Background: an optimization exercise with open tools, aiming at small area. Do not read the settings as production practice.
RTL that was checked went through simulation tests only; none was proved equivalent to the original.
No activity file was given, so power comes from the tool's default toggle rates.

Design axi_split_top, start of the top module:
module axi_split_top
(
   input  logic       clk,
   input  logic       resetn,
   input  axi_split_pkg::addr_t      s_aw_addr,
   input  axi_split_pkg::len_t       s_aw_len,
   input  logic       s_aw_valid,
   output logic       s_aw_ready,
   input  axi_split_pkg::wide_data_t s_w_data,
   input  logic       s_w_last,
   input  logic       s_w_valid,
   output logic       s_w_ready,
   output logic       s_b_valid,
   input  logic       s_b_ready,
   input  axi_split_pkg::addr_t      s_ar_addr,
   input  axi_split_pkg::len_t       s_ar_len,
   input  logic       s_ar_valid,
   output logic       s_ar_ready,
   output axi_split_pkg::wide_data_t s_r_data,
   output logic       s_r_last,
   output logic       s_r_valid,
   input  logic       s_r_ready,
   output axi_split_pkg::addr_t      m0_aw_addr,
   output axi_split_pkg::len_t       m0_aw_len,
   output logic       m0_aw_valid,
   input  logic       m0_aw_ready,
   output axi_split_pkg::half_data_t m0_w_data,
   output logic       m0_w_last,
   output logic       m0_w_valid,
   input  logic       m0_w_ready,
   input  logic       m0_b_valid,
   output logic       m0_b_ready,
   output axi_split_pkg::addr_t      m0_ar_addr,
   output axi_split_pkg::len_t       m0_ar_len,
   output logic       m0_ar_valid,
   input  logic       m0_ar_ready,
   input  axi_split_pkg::half_data_t m0_r_data,
   input  logic       m0_r_last,
   input  logic       m0_r_valid,
   output logic       m0_r_ready,
   output axi_split_pkg::addr_t      m1_aw_addr,
   output axi_split_pkg::len_t       m1_aw_len,
   output logic       m1_aw_valid,
   input  logic       m1_aw_ready,
   output axi_split_pkg::half_data_t m1_w_data,
   output logic       m1_w_last,
   output logic       m1_w_valid,
   input  logic       m1_w_ready,
   input  logic       m1_b_valid,
   output logic       m1_b_ready,
   output axi_split_pkg::addr_t      m1_ar_addr,
   output axi_split_pkg::len_t       m1_ar_len,
   output logic       m1_ar_valid,
   input  logic       m1_ar_ready,
   input  axi_split_pkg::half_data_t m1_r_data,
   input  logic       m1_r_last,
   input  logic       m1_r_valid,
   output logic       m1_r_ready
);
Settings: LEC_CHECK=0, CAP_MARGIN=20, CORE_MARGIN=2, CORE_UTILIZATION=65, CTS_BUF_LIST=sky130_fd_sc_hd__clkbuf_16, CTS_CLUSTER_DIAMETER=60, CTS_CLUSTER_SIZE=30, PLACE_DENSITY=0.75, SLEW_MARGIN=20; clock period 5.0 ns.
run.sh (not shown) runs the stock make flow with config.mk's settings and CLKGATE_MAP_FILE= SYNTH_SCRIPT=/design/flow/synth_recipe.tcl, a recipe that flattens the netlist after the stock synthesis.
Next try:
CORE_UTILIZATION = 40   (was 65)
CTS_BUF_LIST = unset   (was sky130_fd_sc_hd__clkbuf_16)
CTS_CLUSTER_DIAMETER = unset   (was 60)
CTS_CLUSTER_SIZE = unset   (was 30)
PLACE_DENSITY = unset   (was 0.75)
Effect:
- worst setup slack improves by 0.080 ns
- sequential cell count stays the same
- routed wire length went up by about 4%
- clock skew stays flat
- design area went up by 3.5%
- cell count went up by about 17%
- synthesized cell count is unchanged
- hold slack degrades by 0.0059 ns
- via count went down by 1.7%
Next try:
CORE_UTILIZATION = 65   (was 40)
CTS_BUF_LIST = sky130_fd_sc_hd__clkbuf_4 sky130_fd_sc_hd__clkbuf_8   (was unset)
CTS_CLUSTER_DIAMETER = 60   (was unset)
CTS_CLUSTER_SIZE = 20   (was unset)
PLACE_DENSITY = 0.75   (was unset)
=> The new run finished with timing, DRC and antenna clean; clock skew went up by 0.013 ns; core utilization went up by 27 points; design area went down by 5.3%; via count went up by about 1.7%; clock power went down by about 40%; sequential share of layout area went up by 3.6 points; setup slack got worse by 0.18 ns; non-clock buffer count went down by 3; combinational power went down by about 1%.
Next try:
CTS_CLUSTER_DIAMETER = unset   (was 60)
CTS_CLUSTER_SIZE = unset   (was 20)
Outcome: The new run went through all stages and came out clean. Utilization goes up by 2.6 points. Die area is unchanged. Setup slack improves by 0.11 ns. Synthesized area stays the same. Clock skew drops by 0.014 ns. Design area rose by 3.4%.
No functional check of the RTL was part of any run of this note.

---

axi_split_top, a different RTL version from the one above (not shown whole).
For scale: about 54000 um^2 of cells after synthesis.
Settings: LEC_CHECK=0, CAP_MARGIN=20, CORE_MARGIN=2, CORE_UTILIZATION=75, PLACE_DENSITY=0.82, SLEW_MARGIN=20; clock period 5.0 ns.
standard.sh (not shown) runs the stock make flow with config.mk's settings and CLKGATE_MAP_FILE= SYNTH_SCRIPT=/design/flow/synth_recipe.tcl, a recipe that flattens the netlist after the stock synthesis.
==> flow/flow/run.sh <==
#!/bin/bash
# Standard layout, with the port buffers made from the smallest buffer cell
# and a clock tree without dummy balancing loads
set -euo pipefail
export BUFFER_PORTS_ARGS="-buffer_cell sky130_fd_sc_hd__buf_1"
export CTS_ARGS="-sink_clustering_enable -repair_clock_nets -dont_use_dummy_load -sink_clustering_size 10 -sink_clustering_max_diameter 40 -buf_list sky130_fd_sc_hd__clkbuf_4"
bash standard.sh finish > standard_flow.log 2>&1
The baseline finished clean.
Then changed:
==> flow/flow/run.sh (replaced) <==
#!/bin/bash
# Standard layout, with the port buffers made from the smallest buffer cell
set -euo pipefail
export BUFFER_PORTS_ARGS="-buffer_cell sky130_fd_sc_hd__buf_1"
bash standard.sh finish > standard_flow.log 2>&1
--- a/flow/config.mk
+++ b/flow/config.mk
@@ -10,0 +11,3 @@
+export CTS_BUF_LIST = sky130_fd_sc_hd__clkbuf_4
+export CTS_CLUSTER_DIAMETER = 40
+export CTS_CLUSTER_SIZE = 10
Outcome:
- The changed run finished clean
- power rose by about 5%
- routed wire length rises by about 1.2%
- first-iteration DRC count falls by about 5%
- final area goes up by 1.2%
- global-route usage rose by 0.29 points
Then changed:
--- a/flow/config.mk
+++ b/flow/config.mk
@@ -8 +8 @@
-export CAP_MARGIN = 20
+export CAP_MARGIN = 5
@@ -10 +10 @@
-export CORE_UTILIZATION = 75
+export CORE_UTILIZATION = 65
@@ -12 +12 @@
-export CTS_CLUSTER_DIAMETER = 40
+export CTS_CLUSTER_DIAMETER = 50
@@ -14,2 +14,3 @@
-export PLACE_DENSITY = 0.82
-export SLEW_MARGIN = 20
+export GPL_TIMING_DRIVEN = 0
+export PLACE_DENSITY = 0.75
+export SLEW_MARGIN = 5
What happened:
- The changed run went through all stages and came out clean
- critical path depth came out higher by 1
- flip-flop and latch count stays the same
- routed wire length went up by 11%
Then changed:
--- a/flow/flow/run.sh
+++ b/flow/flow/run.sh
@@ -2,0 +3 @@
+# and a clock tree without dummy balancing loads
@@ -4,0 +6 @@
+export CTS_ARGS="-sink_clustering_enable -repair_clock_nets -dont_use_dummy_load -sink_clustering_size 10 -sink_clustering_max_diameter 40 -buf_list sky130_fd_sc_hd__clkbuf_4"
==> flow/config.mk (replaced) <==
export PLATFORM = sky130hd
export DESIGN_NAME = axi_split_top
export DESIGN_NICKNAME = axi_split_top
export VERILOG_FILES = /design/flow/design.v
export SDC_FILE = /design/flow/constraint.sdc
export NUM_CORES = 4
export LEC_CHECK = 0
export CAP_MARGIN = 20
export CORE_MARGIN = 2
export CORE_UTILIZATION = 75
export GPL_ROUTABILITY_DRIVEN = 0
export PLACE_DENSITY = 0.82
export SLEW_MARGIN = 20
What happened:
- The changed run completed without violations
- critical path depth came out lower by 1
- non-clock buffer count decreases by 250
- clock-buffer cell count decreases by 48
Then changed:
==> flow/flow/run.sh (replaced) <==
#!/bin/bash
# Standard layout, with the port buffers made from the smallest buffer cell
set -euo pipefail
export BUFFER_PORTS_ARGS="-buffer_cell sky130_fd_sc_hd__buf_1"
bash standard.sh finish > standard_flow.log 2>&1
--- a/flow/config.mk
+++ b/flow/config.mk
@@ -10,3 +10,5 @@
-export CORE_UTILIZATION = 75
-export GPL_ROUTABILITY_DRIVEN = 0
-export PLACE_DENSITY = 0.82
+export CORE_UTILIZATION = 70
+export CTS_BUF_LIST = sky130_fd_sc_hd__clkbuf_8
+export CTS_CLUSTER_DIAMETER = 45
+export CTS_CLUSTER_SIZE = 24
+export PLACE_DENSITY = 0.78
Result: The new run completed without violations. Count of clock-buffer cells in the layout fell by 30. Synthesized cell count does not change. Setup slack improves by 0.10 ns. Register-to-register slack stays flat. Critical path depth fell by 1. Clock skew fell by 0.11 ns. Power rose by 13%. Worst hold slack improves by 0.21 ns. Synthesized area does not change. Cell count rose by 3.3%. Non-clock buffer count fell by 2.
Then changed:
--- a/flow/config.mk
+++ b/flow/config.mk
@@ -10,2 +10,2 @@
-export CORE_UTILIZATION = 70
-export CTS_BUF_LIST = sky130_fd_sc_hd__clkbuf_8
+export CORE_UTILIZATION = 65
+export CTS_BUF_LIST = sky130_fd_sc_hd__clkbuf_4 sky130_fd_sc_hd__clkbuf_8
@@ -13,2 +13,2 @@
-export CTS_CLUSTER_SIZE = 24
-export PLACE_DENSITY = 0.78
+export CTS_CLUSTER_SIZE = 16
+export PLACE_DENSITY = 0.75
What happened: Wire length is higher by about 1.7%. Synthesized cell count is unchanged. Final area is about the same. Global-route usage went down by 1.7 points. Total power hardly moves. Setup slack got worse by 0.12 ns. Clock power increases by about 0.8%. Hold slack got worse by 0.021 ns.

## static timing again, ports no longer ideal
Ports are ideal in the flow. The routed layouts listed here were re-timed in OpenROAD. Step 1 (the two cells are an assumption about what drives the block):
set clk [get_ports {clk}]
set_driving_cell -lib_cell sky130_fd_sc_hd__clkbuf_16 $clk
set_driving_cell -lib_cell sky130_fd_sc_hd__buf_2 [delete_from_list [all_inputs] $clk]
Step 2 times the ports against the registers' clock, not the clock port: input delays grow and output delays shrink by t, the midpoint of the rising clock arrivals with the driver on. Slacks: no drivers / after step 1 / after step 2; pairs: no drivers / after step 1.
run	t, ns	setup slack, ns	worst setup path after step 2	clock arrival spread, ns	slew at the worst register clock pin (ns)
the first run of note 1	0.742	0.275 / 0.200 / 0.942	register to output	0.052 / 0.051	0.11 / 0.11
the second run of note 1	0.831	0.355 / 0.279 / 1.110	register to output	0.046 / 0.046	0.06 / 0.06
the third run of note 1	0.820	0.178 / 0.105 / 0.924	register to output	0.065 / 0.065	0.12 / 0.12
the fourth run of note 1	0.915	0.292 / 0.217 / 1.133	register to output	0.043 / 0.043	0.07 / 0.07
the first run of note 2	1.038	0.979 / 0.914 / 1.496	input to register	0.155 / 0.155	0.11 / 0.11
the second run of note 2	1.096	0.925 / 0.859 / 1.530	input to register	0.093 / 0.092	0.12 / 0.12
the third run of note 2	1.110	0.245 / 0.175 / 0.942	input to output	0.102 / 0.102	0.12 / 0.12
the fourth run of note 2	1.038	0.979 / 0.914 / 1.496	input to register	0.155 / 0.155	0.11 / 0.11
the fifth run of note 2	0.847	1.078 / 1.012 / 1.504	input to register	0.048 / 0.047	0.11 / 0.11
the sixth run of note 2	0.867	0.960 / 0.895 / 1.082	input to register	0.053 / 0.053	0.10 / 0.10
After both steps every run listed still meets setup and hold.
